This is an optimization exercise on Yosys and OpenROAD, whose aim is small area, a short achievable clock period and few clock cycles, not a production implementation. At most, simulation tests tie the RTL to the original design; equivalence was not proved. Only the layout flow was run in runs 1 to 3; the RTL was not checked for function there. Power figures rest on the tool's default switching activity, not on a simulated workload.

--- flow/config.mk ---
export PLATFORM = sky130hd
export DESIGN_NAME = pcap_stream_deframer_core
export DESIGN_NICKNAME = pcap_stream_deframer_core
export VERILOG_FILES = /design/flow/design.v
export SDC_FILE = /design/flow/constraint.sdc
export NUM_CORES = 4
export LEC_CHECK = 0
export CAP_MARGIN = 20
export CORE_MARGIN = 2
export CORE_UTILIZATION = 40
export SETUP_SLACK_MARGIN = 3.0
export SLEW_MARGIN = 20
export TNS_END_PERCENT = 10
--- flow/constraint.sdc ---
create_clock -name core_clock -period 5.5 [get_ports {clk}]
set_input_delay 1.1000 -clock core_clock [delete_from_list [all_inputs] [get_ports {clk}]]
set_output_delay 1.1000 -clock core_clock [all_outputs]
set_load 0.01 [all_outputs]
--- flow/design.v ---
package psdf_pkg;
    localparam int unsigned CAP_W             = 19;
    localparam int unsigned OUT_DEPTH_DEFAULT = 1;
    localparam logic [CAP_W-1:0] MAX_CAP_RESET = 19'd65535;
endpackage
module pcap_stream_deframer_core
#(
    parameter int unsigned OUT_DEPTH = psdf_pkg::OUT_DEPTH_DEFAULT
)
(
    input  logic             clk,
    input  logic             rst_n,
    input  logic             s_tvalid,
    output logic             s_tready,
    input  logic [7:0]       s_tdata,    
    input  logic             s_tuser,    
    input  logic             s_tlast,    
    output logic             m_tvalid,
    input  logic             m_tready,
    output logic [159:0]     m_tdata,
    output logic [2:0]       m_tuser,    
    output logic             m_tlast,    
    input  logic             cfg_valid,
    output logic             cfg_ready,
    input  logic [psdf_pkg::CAP_W-1:0] cfg_data    
);
    localparam logic [1:0] PH_FILE = 2'd0;
    localparam logic [1:0] PH_REC  = 2'd1;
    localparam logic [1:0] PH_DATA = 2'd2;
    localparam logic [1:0] PH_STOP = 2'd3;
    logic        in_v, sk_v, rdy;
    logic [7:0]  in_b, sk_b;
    logic        in_bv, sk_bv;
    logic        in_eos, sk_eos;
    logic        o_v;
    logic        o_pay;      
    logic        o_stat;     
    logic [3:0]  o_st;
    logic        o_lip;
    logic        o_loi;
    logic [1:0]  ph;
    logic [4:0]  idx;
    logic [1:0]  err;
    logic        nano;
    logic        gt;
    logic        hinz;
    logic        over_lim;   
    logic        rem_zero;   
    logic [18:0] rem;
    logic [18:0] cl;
    logic [18:0] lim;
    logic [31:0] snap;
    logic [31:0] cnt;
    logic [95:0] sr;
    logic [7:0]  pb;
    logic acc, go, pop, bstep;
    logic cl_clr;
    logic [7:0] hd;
    function automatic logic [3:0] hdr_pos(input int k);
        hdr_pos = (k < 8) ? 4'(k) : 4'(k + 4);
    endfunction
    assign s_tready  = rdy;
    assign cfg_ready = 1'b1;
    assign m_tvalid  = o_v;
    assign acc   = s_tvalid && rdy;
    assign go    = in_v && (!o_v || m_tready);
    assign bstep = go && in_bv;
    assign pop   = go && !(in_bv && in_eos);
    assign cl_clr = ph != PH_REC || (!in_bv && in_eos)
                    || (in_bv && idx[3:0] == 4'd15 && (gt || over_lim));
    assign hd     = cl_clr ? 8'd0 : in_b;
    logic        fh_ok;
    logic [1:0]  fh_code;
    logic [1:0]  err_n;
    logic        rec_last;
    logic [3:0]  rec_st;
    logic        rem_one;
    logic        cap_byte;
    logic        res;
    logic        res_pay;
    logic        res_stat;
    logic [3:0]  res_st;
    logic        res_lip;
    logic        res_loi;
    logic [1:0]  ph_n;
    logic [4:0]  idx_n;
    logic        cnt_inc;
    logic        snap_en;
    logic        nano_n;
    always_comb
    begin
        case (idx)
            5'd0:    fh_ok = (in_b == 8'hd4) || (in_b == 8'h4d);
            5'd1:    fh_ok = in_b == (nano ? 8'h3c : 8'hc3);
            5'd2:    fh_ok = in_b == 8'hb2;
            5'd3:    fh_ok = in_b == 8'ha1;
            5'd4:    fh_ok = in_b == 8'h02;
            5'd5:    fh_ok = in_b == 8'h00;
            5'd6:    fh_ok = in_b == 8'h04;
            5'd7:    fh_ok = in_b == 8'h00;
            5'd20:   fh_ok = in_b == 8'h01;
            5'd21:   fh_ok = in_b == 8'h00;
            5'd22:   fh_ok = in_b == 8'h00;
            5'd23:   fh_ok = in_b[1:0] == 2'b00;
            default: fh_ok = 1'b1;
        endcase
        fh_code = idx[4] ? 2'd3 : (idx[2] ? 2'd2 : 2'd1);
        err_n   = (err == 2'd0 && !fh_ok) ? fh_code : err;
        rec_st   = gt ? 4'd4 : (over_lim ? 4'd5 : 4'd0);
        rec_last = idx[3:0] == 4'd15;
        rem_one  = rem == 19'd1;
        cap_byte = idx[3:2] == 2'b10;
        res      = 1'b0;
        res_pay  = 1'b0;
        res_stat = 1'b1;
        res_st   = 4'd0;
        res_lip  = 1'b0;
        res_loi  = 1'b1;
        ph_n     = ph;
        idx_n    = idx;
        cnt_inc  = 1'b0;
        snap_en  = 1'b0;
        nano_n   = nano;
        if (in_bv)
        begin
            case (ph)
                PH_FILE:
                begin
                    snap_en = idx[4:2] == 3'b100;
                    if (idx == 5'd0)
                        nano_n = in_b == 8'h4d;
                    else if (idx[4:2] == 3'b000 && !fh_ok)
                        nano_n = 1'b0;
                    if (idx == 5'd23)
                    begin
                        idx_n = 5'd0;
                        if (err_n != 2'd0)
                        begin
                            res    = 1'b1;
                            res_st = {2'b00, err_n};
                            ph_n   = PH_STOP;
                        end
                        else
                            ph_n = PH_REC;
                    end
                    else
                        idx_n = idx + 5'd1;
                end
                PH_REC:
                begin
                    snap_en = cap_byte;
                    if (rec_last)
                    begin
                        idx_n = 5'd0;
                        res   = 1'b1;
                        if (rec_st != 4'd0)
                        begin
                            res_st = rec_st;
                            ph_n   = PH_STOP;
                        end
                        else
                        begin
                            res_stat = 1'b0;
                            res_loi  = !in_eos;
                            if (rem_zero)
                            begin
                                res_lip = 1'b1;
                                cnt_inc = 1'b1;
                            end
                            else
                                ph_n = PH_DATA;
                        end
                    end
                    else
                        idx_n = idx + 5'd1;
                end
                PH_DATA:
                begin
                    res      = 1'b1;
                    res_pay  = 1'b1;
                    res_stat = 1'b0;
                    res_loi  = !in_eos;
                    if (rem_one)
                    begin
                        res_lip = 1'b1;
                        cnt_inc = 1'b1;
                        ph_n    = PH_REC;
                    end
                end
                default:
                begin
                end
            endcase
        end
        else if (in_eos && ph != PH_STOP)
        begin
            res  = 1'b1;
            ph_n = PH_STOP;
            case (ph)
                PH_FILE:
                begin
                    res_st = 4'd6;
                    nano_n = 1'b0;
                end
                PH_REC:  res_st = (idx != 5'd0) ? 4'd7 : 4'd9;
                default: res_st = 4'd8;
            endcase
        end
    end
    always_ff @(posedge clk or negedge rst_n)
    begin
        if (!rst_n)
        begin
            in_v <= 1'b0;
            sk_v <= 1'b0;
            rdy  <= 1'b1;
            o_v  <= 1'b0;
            ph   <= PH_FILE;
            idx  <= 5'd0;
            err  <= 2'd0;
            nano <= 1'b0;
            cnt  <= 32'd0;
            lim  <= psdf_pkg::MAX_CAP_RESET;
        end
        else
        begin
            if (pop)
            begin
                in_v <= sk_v || acc;
                sk_v <= 1'b0;
                rdy  <= 1'b1;
            end
            else if (acc)
            begin
                if (in_v)
                begin
                    sk_v <= 1'b1;
                    rdy  <= 1'b0;
                end
                else
                    in_v <= 1'b1;
            end
            if (go)
                o_v <= res;
            else if (m_tready)
                o_v <= 1'b0;
            if (go)
            begin
                ph   <= ph_n;
                idx  <= idx_n;
                nano <= nano_n;
                if (ph == PH_FILE && in_bv)
                    err <= err_n;
                if (cnt_inc)
                    cnt <= cnt + 32'd1;
            end
            if (cfg_valid)
                lim <= cfg_data;
        end
    end
    always_ff @(posedge clk)
    begin
        if (pop)
        begin
            if (sk_v)
            begin
                in_b   <= sk_b;
                in_bv  <= sk_bv;
                in_eos <= sk_eos;
            end
            else
            begin
                in_b   <= s_tdata;
                in_bv  <= s_tuser;
                in_eos <= s_tlast;
            end
        end
        else
        begin
            if (go)
                in_bv <= 1'b0;
            if (acc && !in_v)
            begin
                in_b   <= s_tdata;
                in_bv  <= s_tuser;
                in_eos <= s_tlast;
            end
        end
        if (acc && in_v && !pop)
        begin
            sk_b   <= s_tdata;
            sk_bv  <= s_tuser;
            sk_eos <= s_tlast;
        end
        if (go)
        begin
            o_pay  <= res_pay;
            o_stat <= res_stat;
            o_st   <= res_st;
            o_lip  <= res_lip;
            o_loi  <= res_loi;
        end
        if (go)
        begin
            for (int k = 0; k < 12; k++)
                if (cl_clr || (ph == PH_REC && in_bv && idx[3:0] == hdr_pos(k)))
                    sr[8*k +: 8] <= hd;
            pb <= (ph == PH_DATA && in_bv) ? in_b : 8'd0;
            if (cl_clr || (ph == PH_REC && in_bv && idx[3:0] == 4'd8))
                cl[7:0]   <= hd;
            if (cl_clr || (ph == PH_REC && in_bv && idx[3:0] == 4'd9))
                cl[15:8]  <= hd;
            if (cl_clr || (ph == PH_REC && in_bv && idx[3:0] == 4'd10))
                cl[18:16] <= hd[2:0];
        end
        if (bstep && snap_en)
            snap <= {(ph == PH_FILE) ? in_b : snap[7:0], snap[31:8]};
        if (bstep && ph == PH_REC && cap_byte)
        begin
            gt <= (in_b > snap[7:0]) || (in_b == snap[7:0] && gt && idx[1:0] != 2'd0);
            case (idx[1:0])
                2'd0: rem[7:0]   <= in_b;
                2'd1: rem[15:8]  <= in_b;
                2'd2:
                begin
                    rem[18:16] <= in_b[2:0];
                    hinz       <= in_b[7:3] != 5'd0;
                end
                default: hinz <= hinz || (in_b != 8'd0);
            endcase
        end
        if (bstep && ph == PH_DATA)
            rem <= rem - 19'd1;
        over_lim <= hinz || (rem > lim);
        rem_zero <= rem == 19'd0;
    end
    assign m_tdata = {cnt, o_st, cl, sr[95:64], nano, sr[63:32], sr[31:0], pb};
    assign m_tuser = {o_loi, o_stat, o_pay};
    assign m_tlast = o_lip;
endmodule
--- flow/flow/run.sh ---
#!/bin/bash
# The standard layout (standard.sh: the standard flow's synthesis and ORFS flow, with
# config.mk's settings), with one change: the port buffers that ORFS puts
# on every input and output are buf_2 cells instead of the cell buffer_ports
# picks by itself.
set -euo pipefail
export BUFFER_PORTS_ARGS="-buffer_cell sky130_fd_sc_hd__buf_2"
bash standard.sh > standard_flow.log 2>&1
--- flow/standard.sh ---
#!/bin/bash
# synth_recipe.tcl (not shown) runs the flow's synth.tcl, then flattens the netlist and writes it again
# the make line also repeats each setting of config.mk as NAME=value (left out here)
make -C /OpenROAD-flow-scripts/flow DESIGN_CONFIG=/design/flow/config.mk WORK_HOME=/design/flow/orfs CLKGATE_MAP_FILE= SYNTH_SCRIPT=/design/flow/synth_recipe.tcl "${@:-finish}"
==> flow_summary.toml, run 1 <==
[status]
outcome = "no timing/DRC/antenna violations"

[clock_network]
cts_tree = "yes"
clock_latency_ps = 540
root_buffer = "clkbuf_16"
clk_pin_slew_worst_paths_ps = 60
hold_buffers = 0
clockBufferDepth = 3
cts.sinks = 271
cts-buffers-inserted = 28
h-tree-depth = 1

[synth]
synth-seq-cells = 271
yosysWarnings = 1
ys_types = 76
syn_avg_cell_area_um2 = 13.0
syn-cell-area_um2 = 11700
syn-num-nets = 977
synth_seq_area_share_pct = 66.6
synth_edf_count = 204
synthArstFlopShare_pct = 24.0
synthCells = 902
synth_ff_type = "edfxtp_1"

[sta]
rsz0062_at_grt = "yes"
setup_tns_ps = 0
max_freq_mhz = 387
finalCritPeriodShare_pct = 47.0
setup_violations = 0
hold_ws_ps = 419
relSlewSlack_pct = 40.7
worstMarginPinSlew_ps = 889
skew_ps = 9.77
slew_viol_final = 0
hold_violations = 0
period_minus_slack_ps = 2580

[grt]
antenna_found_initial = 0
grt_overflow = 0
track_usage_pct = 17.5
grt_pass1_wl_mm = 42.4
grt_pass1_vias = 7458
grt_start_max_net_pins = 66

[setup_path]
path_delay_family = "simple AND/OR/NAND/NOR gates"
cp_cell_sequence = "inv_2 > ha_4 > nor2b_1 > o21ai_1 > xnor2_1 > and4b_1 > nor3_4 > o31ai_4 > buf_4 > o41ai_2"
required_ps = 5930
cp_slowest_stage_delay_ps = 450
worstPathMaxFanout = 11
worst-path-buf-inv = 2
crit_type = "reg2reg"
critPathArrivalTime_ps = 3020
critical-path-slowest-cell = "dfrtp_2"
crit_path_start_kind = "flop"
cp-end-kind = "flop"

[routing]
ant_nets = 0
drcViolationCount = 0
avgViaCountPerCell = 5.16
drt-total-wl_mm = 27.5
drtPass1Iterations = 5
vias = 7833
wl_per_cell_um = 18.1
drtIter0Drc = 805

[cells_and_area]
multi_input_area_um2 = 3720
layout-drive-gt1-share_pct = 31.5
final_area_um2 = 14300
final_common_cell = "edfxtp_1"
nets = 1186
stdcell_count = 1517
layout_common_cells = "204 x edfxtp_1, 199 x buf_2, 85 x nand2_1"
diodes = 0
seq_area_um2 = 7820
fill_cells = 2537
synthToLayoutAreaGrowth_pct = 22.2

[power_and_ir_drop]
ir_worst_vdd_mv = 0.204
comb_power_share_pct = 1.6
p_total_uw = 4280
intPower_uw = 3470
p_seq_share_pct = 51.5
p_sw_uw = 809
leakage_uw = 0.00617
swShare_pct = 18.9
clkPwrFrac_pct = 46.9
pwr_density_cell_nw_per_um2 = 298

[floorplanning]
ios = 201
rows = 62
core_area_um2 = 28800
die_h_um = 175
start_util_pct = 40.8
die_w_um = 175
dieArea_um2 = 30700

[placed_design]
globalplace.congestion = 0.882
portBuffers = 199
hpwlAfterDp_mm = 18.6
placed_area_um2 = 13100
dp_cells = 1451

[worst_hold_path]
min_path_type = "reg2reg"

[run]
drv_cap = 0
-- timing repair --
item,4_1_cts,5_1_grt
resized for setup,20,14
pin swaps,2,1
gates cloned,1,0
setup endpoints to repair,325,349
buffers inserted,9,4
hold endpoints to repair,0,0
-- sequential cells by signal, summed over array words and instances (netlist names), 8 cells and up --
signal,cells
sk_b,8
cl,19
pb,8
sr,96
in_b,8
rem,19
lim,19
snap,32
cnt,32
-- power groups by stage --
| stage | sequential, µW | clock, µW | combinational (µW) |
|---|---|---|---|
| 2_1_floorplan | 2240 | 0 | 38.3 |
| 3_3_place_gp | 2240 | 0 | 68.8 |
| 3_5_place_dp | 2240 | 0 | 70.9 |
| 4_1_cts | 2200 | 2050 | 71.6 |
| 5_1_grt | 2200 | 2130 | 82.7 |
| 6_report | 2200 | 2000 | 69.6 |
-- stage by stage --
step / setup WS (ps) / util [%]
global route: 2760 / 49.8
detailed placement: 1990 / 45.6
global placement: 2110 / 45.6
CTS: 2750 / 49.6
finish: 2920 / 49.8
floorplan: 2860 / -
-- worst paths after layout --
kind,start,end,slack (ps),depth (start not counted)
max reg2reg,idx[0]$_DFFE_PN0P_,err[1]$_DFFE_PN0P_,2920,10
min reg2reg,snap[11]$_DFFE_PP_,snap[3]$_DFFE_PP_,420,0
min in group asynchronous,rst_n,cnt[13]$_DFFE_PN0P_,780,2
min,snap[11]$_DFFE_PP_,snap[3]$_DFFE_PP_,420,0
max,idx[0]$_DFFE_PN0P_,err[1]$_DFFE_PN0P_,2920,10
max in group asynchronous,rst_n,idx[0]$_DFFE_PN0P_,4100,2
-- final cells by class --
class / count / share of cell area, %
repair buffers: 216 / 7.84
well taps: 384 / 3.35
repair inverters: 1 / 0.0349
multi-input cells: 541 / 26.0
clock buffers: 33 / 5.17
flip-flops and latches: 271 / 54.5
clock inverters: 19 / 1.71
inverters: 52 / 1.39
-- worst reg2reg max path: cells and delay by family (launching register included) --
kind / cells / cell delay, ps
flip-flops: 1 / 450
AO/OA/AOI/OAI: 3 / 580
buffers and inverters: 2 / 280
XOR/XNOR: 1 / 170
AND/OR/NAND/NOR: 3 / 760
adder cells (fa/ha/maj): 1 / 230
-- kinds of logic after synthesis --
kind of cell	count (synthesis)	synth area share (%)
AO/OA/AOI/OAI	162	8.67
XOR/XNOR	48	3.58
adder cells (fa/ha/maj)	41	4.37
buffers and inverters	90	3.33
flip-flops	271	66.6
multiplexers	14	1.33
other	1	0.0320
AND/OR/NAND/NOR	275	12.1
-- Yosys cell counts, drive strengths merged, types with 16 or more instances --
| cell type | count | area share [%] |
|---|---|---|
| inv | 52 | 1.7 |
| o21ai | 54 | 2.3 |
| nand2 | 85 | 2.7 |
| xor2 | 20 | 1.5 |
| edfxtp | 204 | 52 |
| nor2 | 49 | 1.6 |
| nor3 | 33 | 1.7 |
| a21oi | 46 | 2.1 |
| nand4 | 16 | 0.91 |
| dfstp | 17 | 3.8 |
| ha | 41 | 4.4 |
| nand3 | 30 | 1.4 |
| dfrtp | 48 | 10 |
| clkbuf | 23 | 0.75 |
| xnor2 | 28 | 2.1 |
-- routing by layer --
metal	GRT usage (%)	vias up	wire, µm
met3	3.53	35	2200
met1	25.0	3783	12400
met4	3.78	0	393
met5	0	-	0
met2	27.7	318	12500
li1	-	3697	-
==> inputs of run 2 (changes only) <==
--- a/flow/config.mk
+++ b/flow/config.mk
@@ -5,6 +5,7 @@
 export SDC_FILE = /design/flow/constraint.sdc
 export NUM_CORES = 4
 export LEC_CHECK = 0
+export ABC_CLOCK_PERIOD_IN_PS = 2000
 export CAP_MARGIN = 20
 export CORE_MARGIN = 2
 export CORE_UTILIZATION = 40
==> flow_summary.toml, run 2 <==
[status]
outcome = "no timing/DRC/antenna violations"

[power_and_ir_drop]
pwr_density_cell_nw_per_um2 = 298
comb_power_share_pct = 1.6
leakage_uw = 0.00617
intPower_uw = 3470
ir_worst_vdd_mv = 0.204
p_total_uw = 4280
p_seq_share_pct = 51.5
clkPwrFrac_pct = 46.9
swShare_pct = 18.9
p_sw_uw = 809

[setup_path]
path_delay_family = "simple AND/OR/NAND/NOR gates"
required_ps = 5930
worst-path-buf-inv = 2
cp_slowest_stage_delay_ps = 450
critPathArrivalTime_ps = 3020
regToRegStartpoint = "idx[0]$_DFFE_PN0P_"
worstPathMaxFanout = 11
crit_path_start_kind = "flop"
worstSetupStartpoint = "idx[0]$_DFFE_PN0P_"
crit_type = "reg2reg"
cp-end-kind = "flop"
cp_cell_sequence = "inv_2 > ha_4 > nor2b_1 > o21ai_1 > xnor2_1 > and4b_1 > nor3_4 > o31ai_4 > buf_4 > o41ai_2"
critical-path-slowest-cell = "dfrtp_2"

[sta]
period_minus_slack_ps = 2580
skew_ps = 9.77
max_freq_mhz = 387
setup_tns_ps = 0
relSlewSlack_pct = 40.7
rsz0062_at_grt = "yes"
slew_viol_final = 0
worstMarginPinSlew_ps = 889
hold_violations = 0
setup_violations = 0
finalCritPeriodShare_pct = 47.0

[cells_and_area]
top_register = "sr"
diodes = 0
final_common_cell = "edfxtp_1"
layout_common_cells = "204 x edfxtp_1, 199 x buf_2, 85 x nand2_1"
stdcell_count = 1517
largest_reg_flops = 96
synthToLayoutAreaGrowth_pct = 22.2
nets = 1186
reg_top3 = "sr (96), cnt (32), snap (32)"
fill_cells = 2537
layout-drive-gt1-share_pct = 31.5

[clock_network]
cts-buffers-inserted = 28
clockBufferDepth = 3
root_buffer = "clkbuf_16"
clk_pin_slew_worst_paths_ps = 60
h-tree-depth = 1
cts_tree = "yes"
clock_latency_ps = 540
cts.sinks = 271

[synth]
yosys.area_share.xor_xnor_pct = 3.58
yosysWarnings = 1
synth_adder_area_share_pct = 4.37
ys_types = 76
yosys-top-cells-area = "edfxtp_1 52%, dfrtp_1 10%, ha_1 4.4%, dfstp_2 3.8%, nand2_1 2.7%"
syn-num-nets = 977
yosys.area_share.simple_pct = 12.1
synthTopCellsByCount = "204 x edfxtp_1, 85 x nand2_1, 52 x inv_1, 52 x o21ai_0, 48 x dfrtp_1"
synth_ff_type = "edfxtp_1"
synth_edf_count = 204
syn-cell-area_um2 = 11700
synthCells = 902
synth-seq-cells = 271
syn_avg_cell_area_um2 = 13.0
yosys.area.top_type_share_pct = 52.2
synth-compound-area-share_pct = 8.67
muxShareOfSynthArea_pct = 1.33
yosysTopAreaCell = "edfxtp_1"
yosysMostFrequentCell = "edfxtp_1"
synth_seq_area_share_pct = 66.6
synth_top_family_by_area = "simple AND/OR/NAND/NOR gates"
synthArstFlopShare_pct = 24.0

[worst_hold_path]
hold_start = "snap[11]$_DFFE_PP_"
min_path_type = "reg2reg"

[grt]
grt_start_max_net_pins = 66
antenna_found_initial = 0
grt_pass1_vias = 7458
grt_pass1_wl_mm = 42.4
track_usage_pct = 17.5
grt_overflow = 0

[routing]
drcViolationCount = 0
ant_nets = 0
wl_met1_mm = 12.4
drtPass1Iterations = 5
drt-total-wl_mm = 27.5
wl_per_cell_um = 18.1
wl_met3_mm = 2.20
drtIter0Drc = 805
avgViaCountPerCell = 5.16
top_layer = "met4"
vias = 7833
wl_met2_mm = 12.5

[floorplanning]
dieArea_um2 = 30700
die_w_um = 175
core_area_um2 = 28800
die_h_um = 175
rows = 62
start_util_pct = 40.8
ios = 201

[placed_design]
globalplace.congestion = 0.882
dp_cells = 1451
hpwlAfterDp_mm = 18.6
portBuffers = 199

[run]
drv_cap = 0
[run 2: cell counts in the layout (fill, tap and decap cells not counted)]
Identical to the previous run, type by type.
[run 2: area by class of cell]
class / instances / area [µm²] / share of cell area [%]
tap: 384 / 480 / 3.35
clock inverter: 19 / 245 / 1.71
inverter: 52 / 199 / 1.39
clock buffer: 33 / 741 / 5.17
timing repair buffer: 216 / 1120 / 7.84
timing repair inverter: 1 / 5.00 / 0.0349
multi-input combinational: 541 / 3720 / 26.0
sequential: 271 / 7820 / 54.5
[run 2: worst register-to-register path, delay by kind of cell (launching register included)]
family,cells,cell delay [ps]
AOI/OAI and AO/OA,3,580
xor gates and xnor gates,1,170
adders and majority gates,1,230
buffers and inverters,2,280
DFF,1,450
and+or+nand+nor,3,760
[run 2: stage by stage]
stage	hold slack, ps	cell area, µm²	utilization (%)	setup slack, ps
2_1_floorplan	400	11800	-	2860
3_3_place_gp	401	13100	45.6	2110
3_5_place_dp	405	13100	45.6	1990
4_1_cts	414	14300	49.6	2750
5_1_grt	425	14300	49.8	2760
6_report	419	14300	49.8	2920
[run 2: cells by family after synthesis]
kind of cell,after synthesis
compound gates,162
xor+xnor,48
fa+ha+maj,41
buf+inv,90
flops,271
mux,14
other cells,1
simple gates,275
[run 2: per-layer routing]
metal,global-route usage [%],vias up
li1,-,3697
met1,25.0,3783
met2,27.7,318
met3,3.53,35
met4,3.78,0
met5,0,-
[run 2: worst paths after layout]
| kind | endpoint | slack (ps) | cells after the start |
|---|---|---|---|
| max in group asynchronous | idx[0]$_DFFE_PN0P_ | 4100 | 2 |
| worst max-delay path | err[1]$_DFFE_PN0P_ | 2920 | 10 |
| min in group asynchronous | cnt[13]$_DFFE_PN0P_ | 780 | 2 |
| worst max register to register | err[1]$_DFFE_PN0P_ | 2920 | 10 |
| worst min register to register | snap[3]$_DFFE_PP_ | 420 | 0 |
| worst min-delay path | snap[3]$_DFFE_PP_ | 420 | 0 |
[run 2: repair_timing]
action                     CTS  global route
hold endpoints to repair     0             0
hold buffers                 0             0
gates resized for setup     20            14
buffers inserted             9             4
setup endpoints to repair  325           349
gates cloned                 1             0
pin swaps                    2             1
[run 2: power groups by stage]
stage               registers [µW]  clock network (µW)  logic [µW]
finish                        2200                2000        69.6
global route                  2200                2130        82.7
detailed placement            2240                   0        70.9
floorplan                     2240                   0        38.3
global placement              2240                   0        68.8
CTS                           2200                2050        71.6
==> inputs of run 3 (changes only) <==
--- a/flow/config.mk
+++ b/flow/config.mk
@@ -5,10 +5,9 @@
 export SDC_FILE = /design/flow/constraint.sdc
 export NUM_CORES = 4
 export LEC_CHECK = 0
-export ABC_CLOCK_PERIOD_IN_PS = 2000
 export CAP_MARGIN = 20
 export CORE_MARGIN = 2
 export CORE_UTILIZATION = 40
-export SETUP_SLACK_MARGIN = 3.0
+export SETUP_SLACK_MARGIN = 3.2
 export SLEW_MARGIN = 20
-export TNS_END_PERCENT = 10
+export TNS_END_PERCENT = 100
==> flow_summary.toml, run 3 <==
[floorplanning]
rows = 62
dieArea_um2 = 30700
start_util_pct = 40.8
die_h_um = 175
die_w_um = 175
ios = 201
core_area_um2 = 28800

[synth]
synthTopCellsByCount = "204 x edfxtp_1, 85 x nand2_1, 52 x inv_1, 52 x o21ai_0, 48 x dfrtp_1"
syn_avg_cell_area_um2 = 13.0
syn-cell-area_um2 = 11700
yosys.area.top_type_share_pct = 52.2
yosysMostFrequentCell = "edfxtp_1"
yosys-top-cells-area = "edfxtp_1 52%, dfrtp_1 10%, ha_1 4.4%, dfstp_2 3.8%, nand2_1 2.7%"
yosysWarnings = 1
synth-seq-cells = 271
synth-compound-area-share_pct = 8.67
yosys.area_share.xor_xnor_pct = 3.58
syn-num-nets = 977
synthCells = 902
synthArstFlopShare_pct = 24.0
yosysTopAreaCell = "edfxtp_1"
synth_edf_count = 204
synth_adder_area_share_pct = 4.37
muxShareOfSynthArea_pct = 1.33
synth_top_family_by_area = "simple AND/OR/NAND/NOR gates"
ys_types = 76
yosys.area_share.simple_pct = 12.1
synth_ff_type = "edfxtp_1"
synth_seq_area_share_pct = 66.6

[sta]
max_freq_mhz = 412
worstMarginPinSlew_ps = 891
slew_viol_final = 0
period_minus_slack_ps = 2430
skew_ps = 18.8
rsz0062_at_grt = "yes"
setup_violations = 0
setup_tns_ps = 0
finalCritPeriodShare_pct = 44.2
hold_violations = 0
relSlewSlack_pct = 40.6

[worst_hold_path]
min_path_type = "reg2reg"
hold_start = "snap[16]$_DFFE_PP_"

[cells_and_area]
top_register = "sr"
stdcell_count = 1559
layout_common_cells = "204 x edfxtp_1, 198 x buf_2, 73 x nand2_1"
nets = 1227
layout-drive-gt1-share_pct = 39.7
fin_util_pct = 52.9
reg_top3 = "sr (96), cnt (32), snap (32)"
diodes = 0
synthToLayoutAreaGrowth_pct = 29.8
largest_reg_flops = 96
final_common_cell = "edfxtp_1"

[grt]
use_met2_pct = 28.2
use_met3_pct = 3.16
grt_overflow = 0
grt_pass1_vias = 7676
use_met1_pct = 26.8
antenna_found_initial = 0
track_usage_pct = 18.2
grt_start_max_net_pins = 66
grt_busiest_layer = "met2"
grt_pass1_wl_mm = 44.3

[clock_network]
cts.sinks = 271
clockBufferDepth = 3
h-tree-depth = 1
cts_tree = "yes"
clk_pin_slew_worst_paths_ps = 60
clock_latency_ps = 560
hold_buffers = 0
cts-buffers-inserted = 29
root_buffer = "clkbuf_16"

[setup_path]
cp_cell_sequence = "or4_4 > and3b_2 > nand4_2 > a21oi_4 > buf_4 > and2_4 > mux2_2"
crit_type = "reg2reg"
path_delay_family = "simple AND/OR/NAND/NOR gates"
worst-path-buf-inv = 1
crit_path_start_kind = "flop"
cp_slowest_stage_delay_ps = 570
critPathArrivalTime_ps = 2860
cp-end-kind = "flop"
required_ps = 5930
worstPathMaxFanout = 4
critical-path-slowest-cell = "or4_4"
worstSetupStartpoint = "rem[11]$_DFFE_PP_"
regToRegStartpoint = "rem[11]$_DFFE_PP_"
r2r_setup_slack_ps = 3070

[power_and_ir_drop]
p_seq_share_pct = 52.0
pwr_density_cell_nw_per_um2 = 278
ir_worst_vdd_mv = 0.256
swShare_pct = 20.1
p_sw_uw = 849
intPower_uw = 3380
comb_power_share_pct = 1.6
clkPwrFrac_pct = 46.3
leakage_uw = 0.00660
p_total_uw = 4230

[routing]
drtPass1Iterations = 7
avgViaCountPerCell = 5.20
drcViolationCount = 0
drt-total-wl_mm = 29.4
vias = 8108
ant_nets = 0
drtIter0Drc = 572
wl_per_cell_um = 18.9

[run]
drv_cap = 0

[status]
outcome = "no timing/DRC/antenna violations"

[placed_design]
dp_cells = 1450
portBuffers = 199
globalplace.congestion = 0.856
hpwlAfterDp_mm = 18.8
[run 3: cell counts after synthesis]
No cell type changed its count.
[run 3: cell type report]
class	instances	area [µm²]
clock inverters	12	145
flip-flops and latches	271	7830
fillers	2496	13500
well taps	384	480
clock buffers	42	832
repair buffers	252	1440
inverters	52	201
multi-input cells	545	4300
repair inverters	1	5.00
[run 3: cell families (layout without fill, tap and decap cells)]
kind of cell / Yosys count / in the layout
other: 1 / 1
adders and majority gates: 41 / 41
and+or+nand+nor: 275 / 278
DFF: 271 / 271
xor gates and xnor gates: 48 / 48
muxes: 14 / 14
buffers and inverters: 90 / 359
AOI/OAI and AO/OA: 162 / 163
[run 3: timing repair]
action	CTS	global route
resized for setup	68	63
setup buffers	29	21
hold endpoints to repair	0	0
endpoints found under the setup margin	373	353
pin swaps	15	29
cloned	2	3
[run 3: worst register-to-register path: stages, from the launching register on]
cell	delay (ps)
edfxtp_1	400
or4_4	570
and3b_2	290
nand4_2	140
a21oi_4	270
buf_4	160
and2_4	150
mux2_2	320
[run 3: final timing paths]
| kind | to | cells past startpoint |
|---|---|---|
| max in group asynchronous | cnt[2]$_DFFE_PN0P_ | 2 |
| hold reg to reg | snap[8]$_DFFE_PP_ | 0 |
| setup / recovery | cnt[1]$_DFFE_PN0P_ | 7 |
| setup reg to reg | cnt[1]$_DFFE_PN0P_ | 7 |
| hold / removal | snap[8]$_DFFE_PP_ | 0 |
| min in group asynchronous | idx[1]$_DFFE_PN0P_ | 2 |
[run 3: stage by stage]
stage | worst slack [ps] | cell area [µm²] | hold WS (ps)
after floorplan | 3030 | 12000 | 400
after global placement | 2060 | 13300 | 401
after detailed placement | 2000 | 13300 | 405
after CTS | 3070 | 14800 | 417
after global routing | 3020 | 15200 | 425
final | 3070 | 15200 | 417
[run 3: per-layer routing]
| metal | vias up | routed length [µm] |
|---|---|---|
| li1 | 3798 | - |
| met1 | 3943 | 13200 |
| met2 | 328 | 13400 |
| met3 | 39 | 2300 |
| met4 | 0 | 552 |
| met5 | - | 0 |
[run 3: power by group through the flow]
stage	Combinational, µW	Clock (µW)	Sequential [µW]
after global placement	68.9	0	2240
after CTS	71.3	2010	2200
after global routing	83.1	2090	2200
final	69.4	1960	2200
after floorplan	38.6	0	2240
after detailed placement	70.4	0	2240
==> inputs of run 4 (changes only) <==
--- a/flow/design.v
+++ b/flow/design.v
@@ -40,12 +40,14 @@
     logic        o_loi;
     logic [1:0]  ph;
     logic [4:0]  idx;
-    logic [1:0]  err;
+    logic [1:0]  err;        
+    logic        chk;        
     logic        nano;
     logic        gt;
     logic        hinz;
     logic        over_lim;   
     logic        rem_zero;   
+    logic        rem_one;    
     logic [18:0] rem;
     logic [18:0] cl;
     logic [18:0] lim;
@@ -72,9 +74,9 @@
     logic        fh_ok;
     logic [1:0]  fh_code;
     logic [1:0]  err_n;
+    logic [1:0]  fh_fin;
     logic        rec_last;
     logic [3:0]  rec_st;
-    logic        rem_one;
     logic        cap_byte;
     logic        res;
     logic        res_pay;
@@ -104,11 +106,11 @@
             5'd23:   fh_ok = in_b[1:0] == 2'b00;
             default: fh_ok = 1'b1;
         endcase
-        fh_code = idx[4] ? 2'd3 : (idx[2] ? 2'd2 : 2'd1);
-        err_n   = (err == 2'd0 && !fh_ok) ? fh_code : err;
+        fh_code = idx[4] ? 2'd3 : ((idx[3] || (idx[2] && idx[1:0] != 2'd0)) ? 2'd2 : 2'd1);
+        err_n   = (idx != 5'd0 && err == 2'd0 && chk) ? fh_code : err;
+        fh_fin  = (err != 2'd0) ? err : ((chk || in_b[1:0] != 2'b00) ? 2'd3 : 2'd0);
         rec_st   = gt ? 4'd4 : (over_lim ? 4'd5 : 4'd0);
         rec_last = idx[3:0] == 4'd15;
-        rem_one  = rem == 19'd1;
         cap_byte = idx[3:2] == 2'b10;
         res      = 1'b0;
         res_pay  = 1'b0;
@@ -129,15 +131,14 @@
                     snap_en = idx[4:2] == 3'b100;
                     if (idx == 5'd0)
                         nano_n = in_b == 8'h4d;
-                    else if (idx[4:2] == 3'b000 && !fh_ok)
-                        nano_n = 1'b0;
                     if (idx == 5'd23)
                     begin
-                        idx_n = 5'd0;
-                        if (err_n != 2'd0)
+                        idx_n  = 5'd0;
+                        nano_n = nano && err != 2'd1;
+                        if (fh_fin != 2'd0)
                         begin
                             res    = 1'b1;
-                            res_st = {2'b00, err_n};
+                            res_st = {2'b00, fh_fin};
                             ph_n   = PH_STOP;
                         end
                         else
@@ -331,6 +332,9 @@
         end
         if (bstep && ph == PH_DATA)
             rem <= rem - 19'd1;
+        if (bstep && ph == PH_FILE)
+            chk <= !fh_ok;
+        rem_one <= (bstep && ph == PH_DATA) ? (rem == 19'd2) : (rem == 19'd1);
         over_lim <= hinz || (rem > lim);
         rem_zero <= rem == 19'd0;
     end
--- a/flow/config.mk
+++ b/flow/config.mk
@@ -8,6 +8,6 @@
 export CAP_MARGIN = 20
 export CORE_MARGIN = 2
 export CORE_UTILIZATION = 40
-export SETUP_SLACK_MARGIN = 3.2
+export SETUP_SLACK_MARGIN = 3.0
 export SLEW_MARGIN = 20
-export TNS_END_PERCENT = 100
+export TNS_END_PERCENT = 10
==> flow_summary.toml, run 4 <==
[routing]
drcViolationCount = 0
ant_nets = 0
avgViaCountPerCell = 5.13
drtPass1Iterations = 4
drtIter0Drc = 727
wl_per_cell_um = 18.5
drt-total-wl_mm = 27.5
vias = 7624

[clock_network]
clock_latency_ps = 550
cts-buffers-inserted = 29
root_buffer = "clkbuf_16"
h-tree-depth = 1
hold_buffers = 0
clockBufferDepth = 3
clk_pin_slew_worst_paths_ps = 60
cts_tree = "yes"
cts.sinks = 273

[cells_and_area]
largest_reg_flops = 96
final_area_um2 = 14200
synthToLayoutAreaGrowth_pct = 22.1
final_common_cell = "edfxtp_1"
reg_top3 = "sr (96), cnt (32), snap (32)"
top_register = "sr"
fill_cells = 2539
nets = 1154
layout_common_cells = "205 x edfxtp_1, 200 x buf_2, 73 x nand2_1"
diodes = 0
layout-drive-gt1-share_pct = 30.5

[synth]
synth_ff_type = "edfxtp_1"
syn-cell-area_um2 = 11600
yosys-top-cells-area = "edfxtp_1 53%, dfrtp_1 10%, ha_1 4.5%, dfstp_2 3.8%, nand2_1 2.5%"
synth_edf_count = 205
synthTopCellsByCount = "205 x edfxtp_1, 76 x nand2_1, 52 x o21ai_0"
ys_types = 64
synthArstFlopShare_pct = 23.8
yosysTopAreaCell = "edfxtp_1"
syn_avg_cell_area_um2 = 13.3
yosysMostFrequentCell = "edfxtp_1"
synth-seq-cells = 273
synthCells = 876
syn-num-nets = 952
yosysWarnings = 1
yosys.area.top_type_share_pct = 52.9
synth_seq_area_share_pct = 67.6

[floorplanning]
die_h_um = 175
dieArea_um2 = 30500
rows = 62
ios = 201
die_w_um = 175
core_area_um2 = 28700
start_util_pct = 40.6

[power_and_ir_drop]
leakage_uw = 0.00569
pwr_density_cell_nw_per_um2 = 309
p_total_uw = 4390
ir_worst_vdd_mv = 0.193

[sta]
relSlewSlack_pct = 37.9
rsz0062_at_grt = "yes"
hold_violations = 0
setup_violations = 0
period_minus_slack_ps = 2450
worstMarginPinSlew_ps = 929
setup_tns_ps = 0
slew_viol_final = 0
finalCritPeriodShare_pct = 44.5
skew_ps = 13.5
hold_ws_ps = 413
max_freq_mhz = 408

[placed_design]
placed_area_um2 = 13000
hpwlAfterDp_mm = 18.6
globalplace.congestion = 0.836
portBuffers = 199

[grt]
grt_pass1_vias = 7260
grt_pass1_wl_mm = 42.1
grt_start_max_net_pins = 66
track_usage_pct = 17.5
antenna_found_initial = 0
grt_overflow = 0

[setup_path]
crit_path_start_kind = "primary input"
critPathArrivalTime_ps = 2680
cp-end-kind = "flop"
worstPathMaxFanout = 21
crit_type = "in2reg"
required_ps = 5730

[status]
outcome = "no timing/DRC/antenna violations"

[worst_hold_path]
min_path_type = "reg2reg"

[run]
drv_cap = 0
-- run 4: cells by family after synthesis --
group	after synthesis	synth area share [%]
flip-flops	273	67.6
AND/OR/NAND/NOR	256	11.3
AO/OA/AOI/OAI	154	8.30
buffers and inverters	85	3.04
XOR/XNOR	47	3.54
adder cells (fa/ha/maj)	42	4.51
multiplexers	18	1.70
other	1	0.0322
-- run 4: final timing paths --
kind | startpoint | to | slack (ps) | cells after the start
min reg2reg | snap[18]$_DFFE_PP_ | snap[10]$_DFFE_PP_ | 410 | 0
min in group asynchronous | rst_n | cnt[12]$_DFFE_PN0P_ | 750 | 2
max reg2reg | ph[0]$_DFFE_PN0P_ | rem[11]$_DFFE_PP_ | 3060 | 6
max in group asynchronous | rst_n | idx[0]$_DFFE_PN0P_ | 4110 | 2
min | snap[18]$_DFFE_PP_ | snap[10]$_DFFE_PP_ | 410 | 0
max | m_tready | sr[23]$_DFFE_PP_ | 3050 | 7
-- run 4: power breakdown --
group,switching (µW),leakage (µW),internal (µW),total [µW]
registers,3.39,0.00258,2210,2220
clock network,814,0.000509,1290,2100
logic,40.4,0.00260,28.5,68.9
total,858,0.00569,3530,4390
-- run 4: timing repair --
item                       4_1_cts  5_1_grt
buffers inserted                 2        5
pin swaps                        2        2
setup endpoints to repair      238      319
gates resized for setup         13       24
-- run 4: layout make-up --
cell class	instances	area (µm²)	share of cell area [%]
Clock buffer	36	777	5.47
Clock inverter	18	259	1.82
Inverter	46	180	1.27
Multi-Input combinational cell	518	3560	25.1
Sequential cell	273	7870	55.4
Tap cell	384	480	3.38
Timing Repair Buffer	210	1090	7.66
-- run 4: per-stage QoR --
stage | utilization [%] | instances | setup slack, ps
6_report | 49.5 | 1485 | 3050
5_1_grt | 49.5 | 1485 | 2870
4_1_cts | 49.1 | 1480 | 2790
3_5_place_dp | 45.3 | 1424 | 2190
3_3_place_gp | 45.3 | 1423 | 2220
2_1_floorplan | - | 876 | 2790
-- run 4: layer usage --
metal | part of all wire, % | global-route usage [%] | up-vias
met2 | 44 | 26.6 | 260
met3 | 7.0 | 3.83 | 30
met1 | 47 | 26.0 | 3719
met5 | 0 | 0 | -
met4 | 1.5 | 3.85 | 0
li1 | - | - | 3615
-- run 4: critical path, stage by stage --
cell      delay (ps)
buf_2             80
nand2b_4         150
nand2_4          130
inv_8            190
nand3_2          160
nor3_1           520
a21o_2           350
Testbench counts of run 4, summed over its fixed seeds: cycles 241,439.
==> inputs of run 5 (changes only) <==
--- a/flow/config.mk
+++ b/flow/config.mk
@@ -7,7 +7,7 @@
 export LEC_CHECK = 0
 export CAP_MARGIN = 20
 export CORE_MARGIN = 2
-export CORE_UTILIZATION = 40
-export SETUP_SLACK_MARGIN = 3.0
+export CORE_UTILIZATION = 60
+export SETUP_SLACK_MARGIN = 3.2
 export SLEW_MARGIN = 20
-export TNS_END_PERCENT = 10
+export TNS_END_PERCENT = 100
==> flow_summary.toml, run 5 <==
[clock_network]
cts_tree = "yes"
root_buffer = "clkbuf_16"
clockBufferDepth = 3
h-tree-depth = 1
clock_latency_ps = 530
clk_pin_slew_worst_paths_ps = 60
cts.sinks = 273
cts-buffers-inserted = 27
hold_buffers = 0

[synth]
synth_edf_count = 205
yosys.area.top_type_share_pct = 52.9
syn_avg_cell_area_um2 = 13.3
yosysTopAreaCell = "edfxtp_1"
synthArstFlopShare_pct = 23.8
syn-num-nets = 952
yosysWarnings = 1
yosys-top-cells-area = "edfxtp_1 53%, dfrtp_1 10%, ha_1 4.5%, dfstp_2 3.8%, nand2_1 2.5%"
synthCells = 876
ys_types = 64
syn-cell-area_um2 = 11600
synth_seq_area_share_pct = 67.6
synthTopCellsByCount = "205 x edfxtp_1, 76 x nand2_1, 52 x o21ai_0"
synth_ff_type = "edfxtp_1"
yosysMostFrequentCell = "edfxtp_1"
synth-seq-cells = 273

[routing]
wl_per_cell_um = 19.6
avgViaCountPerCell = 5.67
drcViolationCount = 0
vias = 7845
drtPass1Iterations = 5
drt-total-wl_mm = 27.1
drtIter0Drc = 613
ant_nets = 0

[floorplanning]
start_util_pct = 61.6
core_area_um2 = 18900
die_h_um = 143
die_w_um = 143
rows = 50
ios = 201
dieArea_um2 = 20500

[setup_path]
cp_cell_sequence = "buf_6"
path_delay_family = "flip-flops"
cp_slowest_stage_delay_ps = 550
r2r_setup_slack_ps = 3230
reg2reg_to = "chk$_DFFE_PP_"
worst-path-buf-inv = 1
ff2ff_path_depth = 7
crit_type = "reg2out"
regToRegStartpoint = "idx[2]$_DFFE_PN0P_"
cp-end-kind = "output port"
critical-path-slowest-cell = "dfstp_2"
worstPathMaxFanout = 3
crit_path_start_kind = "flop"
required_ps = 4400
critPathArrivalTime_ps = 1180

[sta]
period_minus_slack_ps = 2280
rsz0062_at_grt = "yes"
hold_ws_ps = 418
skew_ps = 17.5
setup_violations = 0
max_freq_mhz = 438
worstMarginPinSlew_ps = 870
hold_violations = 0
finalCritPeriodShare_pct = 41.5
worst_slack_ps = 3220
setup_tns_ps = 0
slew_viol_final = 0
relSlewSlack_pct = 42.0

[power_and_ir_drop]
pwr_density_cell_nw_per_um2 = 297
ir_worst_vdd_mv = 0.283
leakage_uw = 0.00580

[grt]
antenna_found_initial = 0
grt_overflow = 0
grt_start_max_net_pins = 66
grt_pass1_wl_mm = 40.6
grt_pass1_vias = 7386
track_usage_pct = 25.6

[cells_and_area]
fill_cells = 1211
multi_input_area_um2 = 3770
final_common_cell = "edfxtp_1"
largest_reg_flops = 96
stdcell_count = 1384
final_area_um2 = 14500
seq_area_um2 = 7880
diodes = 0
nets = 1179
synthToLayoutAreaGrowth_pct = 24.2
layout_common_cells = "205 x edfxtp_1, 199 x buf_2, 69 x nand2_1"
layout-drive-gt1-share_pct = 33.8
top_register = "sr"
reg_top3 = "sr (96), cnt (32), snap (32)"

[placed_design]
dpl_worst_slack_ps = 2350
globalplace.congestion = 0.861
hpwlAfterDp_mm = 17.4
placed_area_um2 = 12900
dp_cells = 1300
portBuffers = 199

[worst_hold_path]
hold_start = "snap[19]$_DFFE_PP_"
min_path_type = "reg2reg"
holdPathEnd = "snap[11]$_DFFE_PP_"
min_path_cells = 0

[status]
outcome = "no timing/DRC/antenna violations"

[run]
drv_cap = 0
-- run 5: layout make-up --
class,count,area share (%)
repair inverters,1,0.0606
repair buffers,236,9.05
clock inverters,19,1.99
flip-flops and latches,273,54.5
inverters,46,1.28
multi-input cells,518,26.1
clock buffers,31,4.85
well taps,260,2.25
-- run 5: power by group --
part / switching [µW] / internal, µW / leakage, µW
sequential: 3.28 / 2210 / 0.00258
combinational: 40.7 / 28.5 / 0.00275
clock: 760 / 1250 / 0.000465
total: 804 / 3490 / 0.00580
-- run 5: repair_timing --
| item | in CTS | in global routing |
|---|---|---|
| pin swaps | 3 | 7 |
| gates resized for setup | 50 | 32 |
| buffers inserted | 7 | 25 |
| gates cloned | 1 | 1 |
| endpoints found under the setup margin | 338 | 321 |
-- run 5: kinds of logic after synthesis --
kind of cell,Yosys count,share of synthesized area (%)
flip-flops,273,67.6
AND/OR/NAND/NOR,256,11.3
AO/OA/AOI/OAI,154,8.30
buffers and inverters,85,3.04
XOR/XNOR,47,3.54
adder cells (fa/ha/maj),42,4.51
multiplexers,18,1.70
other,1,0.0322
-- run 5: worst max-delay path by stage --
stage                                    to  depth (start not counted)  slack (ps)               start
after CTS                  sr[93]$_DFFE_PP_                          7        3040  idx[0]$_DFFE_PN0P_
after global placement     rem[4]$_DFFE_PP_                          8        2350            m_tready
after global routing       cl[17]$_DFFE_PP_                          9        3130  idx[0]$_DFFE_PN0P_
final                              s_tready                          1        3220     rdy$_DFFE_PN1P_
after floorplan           snap[0]$_DFFE_PP_                          5        2790            m_tready
after detailed placement   rem[4]$_DFFE_PP_                          8        2350            m_tready
-- run 5: metrics by stage --
step	util, %	power [µW]
final	76.5	4290
after global placement	68.2	2330
after detailed placement	68.2	2330
after global routing	76.5	4400
after floorplan	-	2300
after CTS	74.8	4320
-- run 5: routing by layer --
layer  share of wire, %  vias to the layer above  global-route usage, %
met5                  0                        -                      0
met4                2.9                        0                   7.02
met3                6.6                       60                   3.99
met1                 43                     3805                   36.6
met2                 47                      324                   41.6
li1                   -                     3656                      -
==> inputs of run 6 (changes only) <==
--- a/flow/config.mk
+++ b/flow/config.mk
@@ -7,7 +7,9 @@
 export LEC_CHECK = 0
 export CAP_MARGIN = 20
 export CORE_MARGIN = 2
-export CORE_UTILIZATION = 60
+export CORE_UTILIZATION = 40
+export CTS_CLUSTER_DIAMETER = 70
+export CTS_CLUSTER_SIZE = 25
 export SETUP_SLACK_MARGIN = 3.2
 export SLEW_MARGIN = 20
 export TNS_END_PERCENT = 100
==> flow_summary.toml, run 6 <==
[routing]
drcViolationCount = 0
drtIter0Drc = 614
drtPass1Iterations = 5
ant_nets = 0
avgViaCountPerCell = 5.13
vias = 7643
drt-total-wl_mm = 27.2
wl_per_cell_um = 18.3

[clock_network]
cts.sinks = 273
h-tree-depth = 1
cts_tree = "yes"
clk_pin_slew_worst_paths_ps = 90
root_buffer = "clkbuf_16"
clock_latency_ps = 510
clockBufferDepth = 3
cts-buffers-inserted = 18

[power_and_ir_drop]
leakage_uw = 0.00566
p_total_uw = 3750
comb_power_share_pct = 1.8
pwr_density_cell_nw_per_um2 = 262
p_seq_share_pct = 59.1
p_sw_uw = 791
clkPwrFrac_pct = 39.1
ir_worst_vdd_mv = 0.222
intPower_uw = 2950
swShare_pct = 21.1

[placed_design]
hpwlAfterDp_mm = 18.1
portBuffers = 199
globalplace.congestion = 0.804

[synth]
syn-cell-area_um2 = 11600
yosysWarnings = 1
yosys.area.top_type_share_pct = 52.9
yosysMostFrequentCell = "edfxtp_1"
synthTopCellsByCount = "205 x edfxtp_1, 76 x nand2_1, 52 x o21ai_0"
syn-num-nets = 952
synth_edf_count = 205
synth-seq-cells = 273
synth_ff_type = "edfxtp_1"
synth_seq_area_share_pct = 67.6
syn_avg_cell_area_um2 = 13.3
synthCells = 876
yosysTopAreaCell = "edfxtp_1"
synthArstFlopShare_pct = 23.8
ys_types = 64
yosys-top-cells-area = "edfxtp_1 53%, dfrtp_1 10%, ha_1 4.5%, dfstp_2 3.8%, nand2_1 2.5%"

[floorplanning]
ios = 201
start_util_pct = 40.6
die_h_um = 175
rows = 62
core_area_um2 = 28700
die_w_um = 175
dieArea_um2 = 30500

[setup_path]
crit_path_start_kind = "flop"
worstSetupStartpoint = "rdy$_DFFE_PN1P_"
worst-path-buf-inv = 1
cp-end-kind = "output port"
path_delay_family = "flip-flops"
critPathArrivalTime_ps = 1160
crit_type = "reg2out"
regToRegStartpoint = "idx[1]$_DFFE_PN0P_"
cp_slowest_stage_delay_ps = 540
critical-path-slowest-cell = "dfstp_2"
worstPathMaxFanout = 2
cp_cell_sequence = "buf_2"
r2r_setup_slack_ps = 3270
required_ps = 4400

[cells_and_area]
seq_area_um2 = 7870
top_register = "sr"
diodes = 0
fill_cells = 2554
layout_common_cells = "205 x edfxtp_1, 200 x buf_2, 69 x nand2_1"
reg_top3 = "sr (96), cnt (32), snap (32)"
largest_reg_flops = 96
nets = 1172
multi_input_area_um2 = 3800
synthToLayoutAreaGrowth_pct = 22.9
final_common_cell = "edfxtp_1"
layout-drive-gt1-share_pct = 33.3

[run]
drv_cap = 0

[sta]
slew_viol_final = 0
hold_violations = 0
setup_violations = 0
max_freq_mhz = 442
setup_tns_ps = 0
worstMarginPinSlew_ps = 862
rsz0062_at_grt = "no"
relSlewSlack_pct = 42.5
skew_ps = 11.1
period_minus_slack_ps = 2260
hold_ws_ps = 425
finalCritPeriodShare_pct = 41.1

[worst_hold_path]
min_path_type = "reg2reg"
hold_start = "snap[9]$_DFFE_PP_"

[grt]
antenna_found_initial = 0
grt_pass1_wl_mm = 41.3
grt_pass1_vias = 7121
grt_overflow = 0
grt_start_max_net_pins = 66
track_usage_pct = 17.2

[status]
outcome = "no timing/DRC/antenna violations"
## run 6: logic make-up (layout without fill, tap and decap cells)
group	count (synthesis)	in the layout	share of synthesized area (%)
xor gates and xnor gates	47	47	3.54
AOI/OAI and AO/OA	154	154	8.30
buffers and inverters	85	315	3.04
DFF	273	273	67.6
adders and majority gates	42	42	4.51
and+or+nand+nor	256	256	11.3
muxes	18	18	1.70
other	1	1	0.0322
## run 6: stage by stage
step	worst slack, ps	utilization, %	area, µm²	std cells
floorplan	2790	-	11700	876
global placement	2200	45.5	13000	1424
global route	3200	49.8	14300	1490
detailed placement	2180	45.5	13000	1424
finish	3240	49.8	14300	1490
CTS	3200	49.2	14100	1475
## run 6: final cells by class
class | count | share of cell area, %
Tap cell | 384 | 3.36
Inverter | 46 | 1.29
Clock buffer | 19 | 3.32
Timing Repair Buffer | 238 | 9.32
Multi-Input combinational cell | 518 | 26.6
Clock inverter | 11 | 1.06
Sequential cell | 273 | 55.0
Timing Repair inverter | 1 | 0.0612
## run 6: per-layer routing
layer	global-route usage, %	routed length, µm	vias up	part of all wire, %
met2	26.5	12200	295	45
met1	26.0	12700	3700	47
met3	2.57	1950	21	7.2
li1	-	-	3627	-
met5	0	0	-	0
met4	3.61	354	0	1.3
## run 6: final timing paths
| check | to | cells past startpoint |
|---|---|---|
| worst max register to register | cl[17]$_DFFE_PP_ | 10 |
| worst min-delay path | snap[1]$_DFFE_PP_ | 0 |
| worst min register to register | snap[1]$_DFFE_PP_ | 0 |
| max in group asynchronous | cnt[0]$_DFFE_PN0P_ | 2 |
| worst max-delay path | s_tready | 1 |
| min in group asynchronous | idx[0]$_DFFE_PN0P_ | 2 |
## run 6: what timing repair did
item | in CTS | in global routing
pin swaps | 5 | 4
hold buffers | 0 | 0
setup buffers | 20 | 14
endpoints found under the setup margin | 339 | 264
cloned | 1 | 1
hold endpoints to repair | 0 | 0
resized for setup | 62 | 21
## run 6: power groups by stage
stage	sequential (µW)	clock (µW)	combinational, µW
2_1_floorplan	2260	0	38.6
4_1_cts	2210	1500	70.5
3_3_place_gp	2260	0	68.0
6_report	2210	1460	68.7
3_5_place_dp	2260	0	69.5
5_1_grt	2220	1580	82.5
==> inputs of run 7 (changes only) <==
--- a/flow/config.mk
+++ b/flow/config.mk
@@ -8,8 +8,6 @@
 export CAP_MARGIN = 20
 export CORE_MARGIN = 2
 export CORE_UTILIZATION = 40
-export CTS_CLUSTER_DIAMETER = 70
-export CTS_CLUSTER_SIZE = 25
 export SETUP_SLACK_MARGIN = 3.2
 export SLEW_MARGIN = 20
 export TNS_END_PERCENT = 100
==> flow_summary.toml, run 7 <==
[clock_network]
clock_latency_ps = 540
cts.sinks = 273
cts_tree = "yes"
clockBufferDepth = 3
clk_pin_slew_worst_paths_ps = 70
root_buffer = "clkbuf_16"
hold_buffers = 0
h-tree-depth = 1
cts-buffers-inserted = 28

[setup_path]
reg2reg_to = "chk$_DFFE_PP_"
r2r_setup_slack_ps = 3270
regToRegStartpoint = "idx[1]$_DFFE_PN0P_"
cp_cell_sequence = "buf_6"
worstPathMaxFanout = 2
critical-path-slowest-cell = "dfstp_2"
worst-path-buf-inv = 1
required_ps = 4400
cp_slowest_stage_delay_ps = 540
path_delay_family = "flip-flops"
cp-end-kind = "output port"
critPathArrivalTime_ps = 1170
crit_path_start_kind = "flop"
crit_type = "reg2out"
ff2ff_path_depth = 9

[routing]
avgViaCountPerCell = 5.10
drtIter0Drc = 754
wl_per_cell_um = 18.1
ant_nets = 0
drt-total-wl_mm = 27.4
vias = 7693
drtPass1Iterations = 5
drcViolationCount = 0

[cells_and_area]
layout-drive-gt1-share_pct = 34.2
layout_common_cells = "205 x edfxtp_1, 198 x buf_2, 70 x nand2_1"
fill_cells = 2536
diodes = 0
largest_reg_flops = 96
final_area_um2 = 14700
final_common_cell = "edfxtp_1"
synthToLayoutAreaGrowth_pct = 25.9
top_register = "sr"
reg_top3 = "sr (96), cnt (32), snap (32)"
nets = 1179
stdcell_count = 1509

[floorplanning]
die_h_um = 175
ios = 201
core_area_um2 = 28700
dieArea_um2 = 30500
die_w_um = 175
rows = 62
start_util_pct = 40.6

[power_and_ir_drop]
leakage_uw = 0.00581
intPower_uw = 3570
ir_worst_vdd_mv = 0.202
p_seq_share_pct = 50.2
clkPwrFrac_pct = 48.3
swShare_pct = 19.2
pwr_density_cell_nw_per_um2 = 302
comb_power_share_pct = 1.5
p_sw_uw = 851

[sta]
max_freq_mhz = 441
period_minus_slack_ps = 2270
worstMarginPinSlew_ps = 865
hold_violations = 0
setup_tns_ps = 0
hold_ws_ps = 415
relSlewSlack_pct = 42.3
skew_ps = 13.6
setup_violations = 0
finalCritPeriodShare_pct = 41.2
slew_viol_final = 0
rsz0062_at_grt = "yes"

[worst_hold_path]
min_path_type = "reg2reg"
min_path_cells = 0
hold_start = "snap[26]$_DFFE_PP_"
holdPathEnd = "snap[18]$_DFFE_PP_"

[placed_design]
globalplace.congestion = 0.804
hpwlAfterDp_mm = 18.1
placed_area_um2 = 13000
dp_cells = 1424
portBuffers = 199

[grt]
grt_pass1_vias = 7210
grt_pass1_wl_mm = 41.5
grt_overflow = 0
track_usage_pct = 17.2
grt_start_max_net_pins = 66
antenna_found_initial = 0

[synth]
synth_edf_count = 205
synth_seq_area_share_pct = 67.6
synthArstFlopShare_pct = 23.8
yosys.area.top_type_share_pct = 52.9
yosysWarnings = 1
syn-cell-area_um2 = 11600
synth-seq-cells = 273
synthCells = 876
yosys-top-cells-area = "edfxtp_1 53%, dfrtp_1 10%, ha_1 4.5%, dfstp_2 3.8%, nand2_1 2.5%"
yosysTopAreaCell = "edfxtp_1"
synthTopCellsByCount = "205 x edfxtp_1, 76 x nand2_1, 52 x o21ai_0"
yosysMostFrequentCell = "edfxtp_1"
syn_avg_cell_area_um2 = 13.3
ys_types = 64
syn-num-nets = 952
synth_ff_type = "edfxtp_1"

[status]
outcome = "no timing/DRC/antenna violations"

[run]
drv_cap = 0
## run 7: worst max path at each step
stage,startpoint,end,slack [ps],depth (start not counted)
finish,rdy$_DFFE_PN1P_,s_tready,3230,1
global route,idx[1]$_DFFE_PN0P_,chk$_DFFE_PP_,3170,9
CTS,idx[1]$_DFFE_PN0P_,sr[0]$_DFFE_PP_,3180,9
detailed placement,m_tready,rem[3]$_DFFE_PP_,2180,8
global placement,m_tready,rem[3]$_DFFE_PP_,2200,8
floorplan,m_tready,snap[0]$_DFFE_PP_,2790,5
## run 7: repair_timing
action                     in CTS  in global routing
gates cloned                    1                  1
buffers inserted               18                 13
pin swaps                       6                  3
setup endpoints to repair     340                280
gates resized for setup        61                 21
## run 7: cells by family (layout without fill, tap and decap cells)
family / Yosys count / after routing / synth area share, %
simple gates: 256 / 256 / 11.3
compound gates: 154 / 154 / 8.30
xor+xnor: 47 / 47 / 3.54
buf+inv: 85 / 334 / 3.04
flops: 273 / 273 / 67.6
other cells: 1 / 1 / 0.0322
fa+ha+maj: 42 / 42 / 4.51
mux: 18 / 18 / 1.70
## run 7: metal layers
layer | global-route usage, % | vias up | share of wire (%)
li1 | - | 3658 | -
met1 | 26.0 | 3683 | 48
met2 | 26.2 | 314 | 44
met3 | 2.83 | 38 | 6.7
met4 | 4.20 | 0 | 2.0
met5 | 0 | - | 0
## run 7: power by group through the flow
| stage | Combinational (µW) | Sequential (µW) | Clock (µW) |
|---|---|---|---|
| 3_5_place_dp | 69.5 | 2260 | 0 |
| 2_1_floorplan | 38.6 | 2260 | 0 |
| 5_1_grt | 82.3 | 2220 | 2260 |
| 4_1_cts | 70.1 | 2220 | 2170 |
| 3_3_place_gp | 68.0 | 2260 | 0 |
| 6_report | 68.3 | 2220 | 2130 |
## run 7: area by class of cell
| class | instances | area [µm²] | share of cell area (%) |
|---|---|---|---|
| clock buffer | 35 | 768 | 5.24 |
| clock inverter | 17 | 285 | 1.95 |
| inverter | 46 | 185 | 1.26 |
| multi-input combinational | 518 | 3770 | 25.7 |
| sequential | 273 | 7880 | 53.7 |
| tap | 384 | 480 | 3.28 |
| timing repair buffer | 235 | 1290 | 8.78 |
| timing repair inverter | 1 | 8.76 | 0.0597 |
## run 7: per-stage QoR
stage | utilization (%) | setup WS (ps) | power (µW)
final | 51.1 | 3230 | 4420
after global routing | 51.1 | 3170 | 4560
after CTS | 50.5 | 3180 | 4460
after detailed placement | 45.5 | 2180 | 2330
after global placement | 45.5 | 2200 | 2330
after floorplan | - | 2790 | 2300
==> inputs of run 8 (changes only) <==
--- a/flow/config.mk
+++ b/flow/config.mk
@@ -8,6 +8,9 @@
 export CAP_MARGIN = 20
 export CORE_MARGIN = 2
 export CORE_UTILIZATION = 40
+export CTS_BUF_LIST = sky130_fd_sc_hd__clkbuf_8
+export CTS_CLUSTER_DIAMETER = 60
+export CTS_CLUSTER_SIZE = 20
 export SETUP_SLACK_MARGIN = 3.2
 export SLEW_MARGIN = 20
 export TNS_END_PERCENT = 100
==> flow_summary.toml, run 8 <==
[setup_path]
path_depth = 1
critPathArrivalTime_ps = 1210
worstPathMaxFanout = 2
ff2ff_path_depth = 9
worstSetupStartpoint = "rdy$_DFFE_PN1P_"
crit_end = "s_tready"
crit_path_start_kind = "flop"
critical-path-slowest-cell = "dfstp_2"
cp_slowest_stage_delay_ps = 560
crit_type = "reg2out"
required_ps = 4400
cp_cell_sequence = "buf_6"
reg2reg_to = "cl[15]$_DFFE_PP_"
worst-path-buf-inv = 1
cp-end-kind = "output port"
path_delay_family = "flip-flops"
regToRegStartpoint = "idx[0]$_DFFE_PN0P_"
r2r_setup_slack_ps = 3260

[floorplanning]
rows = 62
start_util_pct = 40.6
die_w_um = 175
dieArea_um2 = 30500
ios = 201
core_area_um2 = 28700
die_h_um = 175

[synth]
syn-cell-area_um2 = 11600
yosysTopAreaCell = "edfxtp_1"
synth_seq_area_share_pct = 67.6
synthTopCellsByCount = "205 x edfxtp_1, 76 x nand2_1, 52 x o21ai_0"
ys_types = 64
syn_avg_cell_area_um2 = 13.3
yosys-top-cells-area = "edfxtp_1 53%, dfrtp_1 10%, ha_1 4.5%, dfstp_2 3.8%, nand2_1 2.5%"
synthCells = 876
yosys.area.top_type_share_pct = 52.9
synth-seq-cells = 273
synthArstFlopShare_pct = 23.8
synth_ff_type = "edfxtp_1"
yosysMostFrequentCell = "edfxtp_1"
yosysWarnings = 1
syn-num-nets = 952
synth_edf_count = 205

[cells_and_area]
nets = 1198
diodes = 0
top_register = "sr"
layout_common_cells = "205 x edfxtp_1, 198 x buf_2, 70 x nand2_1"
final_common_cell = "edfxtp_1"
largest_reg_flops = 96
synthToLayoutAreaGrowth_pct = 23.0
reg_top3 = "sr (96), cnt (32), snap (32)"
fin_util_pct = 49.9
layout-drive-gt1-share_pct = 36.1

[placed_design]
portBuffers = 199
hpwlAfterDp_mm = 18.1
globalplace.congestion = 0.804

[power_and_ir_drop]
leakage_uw = 0.00570
pwr_density_cell_nw_per_um2 = 245
ir_worst_vdd_mv = 0.230

[run]
drv_cap = 0

[clock_network]
hold_buffers = 0
clk_pin_slew_worst_paths_ps = 110
root_buffer = "clkbuf_8"
clockBufferDepth = 3
h-tree-depth = 1
cts-buffers-inserted = 22
cts_tree = "yes"
cts.sinks = 273
clock_latency_ps = 560

[worst_hold_path]
min_path_type = "reg2reg"

[sta]
finalCritPeriodShare_pct = 41.9
setup_violations = 0
setup_tns_ps = 0
rsz0062_at_grt = "yes"
relSlewSlack_pct = 42.8
hold_violations = 0
worstMarginPinSlew_ps = 858
hold_ws_ps = 424
skew_ps = 21.0
slew_viol_final = 0
period_minus_slack_ps = 2310
max_freq_mhz = 433

[routing]
ant_nets = 0
drt-total-wl_mm = 27.4
avgViaCountPerCell = 5.04
wl_per_cell_um = 18.0
drtIter0Drc = 654
drcViolationCount = 0
vias = 7669
drtPass1Iterations = 5

[grt]
track_usage_pct = 17.2
grt_start_max_net_pins = 66
antenna_found_initial = 0
grt_overflow = 0
grt_pass1_vias = 7132
grt_pass1_wl_mm = 41.3

[status]
outcome = "no timing/DRC/antenna violations"
-- run 8: final cells by class --
type	instances	area (µm²)
Clock buffer	23	317
Clock inverter	16	170
Fill cell	2587	14400
Inverter	46	189
Multi-Input combinational cell	518	3780
Sequential cell	273	7880
Tap cell	384	480
Timing Repair Buffer	261	1490
-- run 8: power by group --
part | leakage [µW] | switching [µW] | internal (µW)
sequential | 0.00257 | 3.21 | 2210
combinational | 0.00288 | 39.9 | 28.4
clock | 0.000257 | 739 | 481
-- run 8: metrics by stage --
stage	instance area (µm²)	worst slack, ps	instances	total power (µW)
floorplan	11700	2790	876	2300
global placement	13000	2200	1424	2330
detailed placement	13000	2180	1424	2330
CTS	13900	3160	1486	3530
global route	14300	3150	1521	3620
finish	14300	3190	1521	3500
-- run 8: repair_timing --
item	4_1_cts	5_1_grt
buffers inserted	22	35
gates cloned	1	0
pin swaps	5	5
endpoints found under the setup margin	350	300
resized for setup	57	39
-- run 8: how the worst min path moves through the flow --
stage | from | end | cells past startpoint
3_3_place_gp | snap[8]$_DFFE_PP_ | snap[0]$_DFFE_PP_ | 0
2_1_floorplan | snap[8]$_DFFE_PP_ | snap[0]$_DFFE_PP_ | 0
4_1_cts | snap[27]$_DFFE_PP_ | snap[19]$_DFFE_PP_ | 0
6_report | snap[27]$_DFFE_PP_ | snap[19]$_DFFE_PP_ | 0
5_1_grt | snap[27]$_DFFE_PP_ | snap[19]$_DFFE_PP_ | 0
3_5_place_dp | snap[17]$_DFFE_PP_ | snap[9]$_DFFE_PP_ | 0
-- run 8: cell families (layout without fill, tap and decap cells) --
logic type	count (synthesis)	in the layout	synth area share, %
AOI/OAI and AO/OA	154	154	8.30
xor gates and xnor gates	47	47	3.54
adders and majority gates	42	42	4.51
buffers and inverters	85	346	3.04
DFF	273	273	67.6
muxes	18	18	1.70
other	1	1	0.0322
and+or+nand+nor	256	256	11.3
-- run 8: worst register-to-register path, cell delays in order (launching register included) --
cell     delay, ps
dfrtp_2        440
ha_4           190
and3_4         220
inv_1           90
o21ai_2        150
o21ai_2         70
and2_4         190
nor2_4         190
buf_6          180
a21o_2         220
-- run 8: routing by layer --
layer	up-vias	share of wire, %	global-route usage [%]
met1	3657	47	26.0
li1	3677	-	-
met2	302	44	26.0
met3	33	7.3	2.81
met4	0	1.8	4.20
met5	-	0	0

-- static timing again, ports no longer ideal --
Ports are ideal in the flow. The routed layouts listed here were re-timed in OpenROAD. Step 1, drivers: a clkbuf_16 drives clk and a buf_2 each remaining input, both assumed. Step 2 moves the port delays by t, midway between the first and last clock arrival at a register: inputs arrive t later, outputs are due t later. That takes back most of the time a late clock gives input paths. a / b / c = ideal ports / drivers / drivers and shift; a / b = the first two.
run	t, ns	slack for setup (ns)	latest minus earliest clock arrival (ns)	worst slew at a driven data input, ns
run 1	0.585	2.917 / 2.917 / 2.404	0.009 / 0.009	0.04
run 2	0.585	2.917 / 2.917 / 2.404	0.009 / 0.009	0.04
run 3	0.597	3.071 / 3.071 / 2.616	0.027 / 0.027	0.04
run 4	0.588	3.051 / 3.060 / 2.482	0.013 / 0.014	0.04
run 5	0.571	3.218 / 3.173 / 2.735	0.020 / 0.019	0.03
run 6	0.552	3.239 / 3.189 / 2.728	0.012 / 0.012	0.03
run 7	0.584	3.234 / 3.183 / 2.710	0.014 / 0.014	0.03
run 8	0.602	3.193 / 3.145 / 2.720	0.022 / 0.022	0.03
After both steps setup and hold are still met in every run listed. For run 4, which loses most, drivers alone change the setup slack by +0.009 ns; drivers and shift together by -0.569 ns.
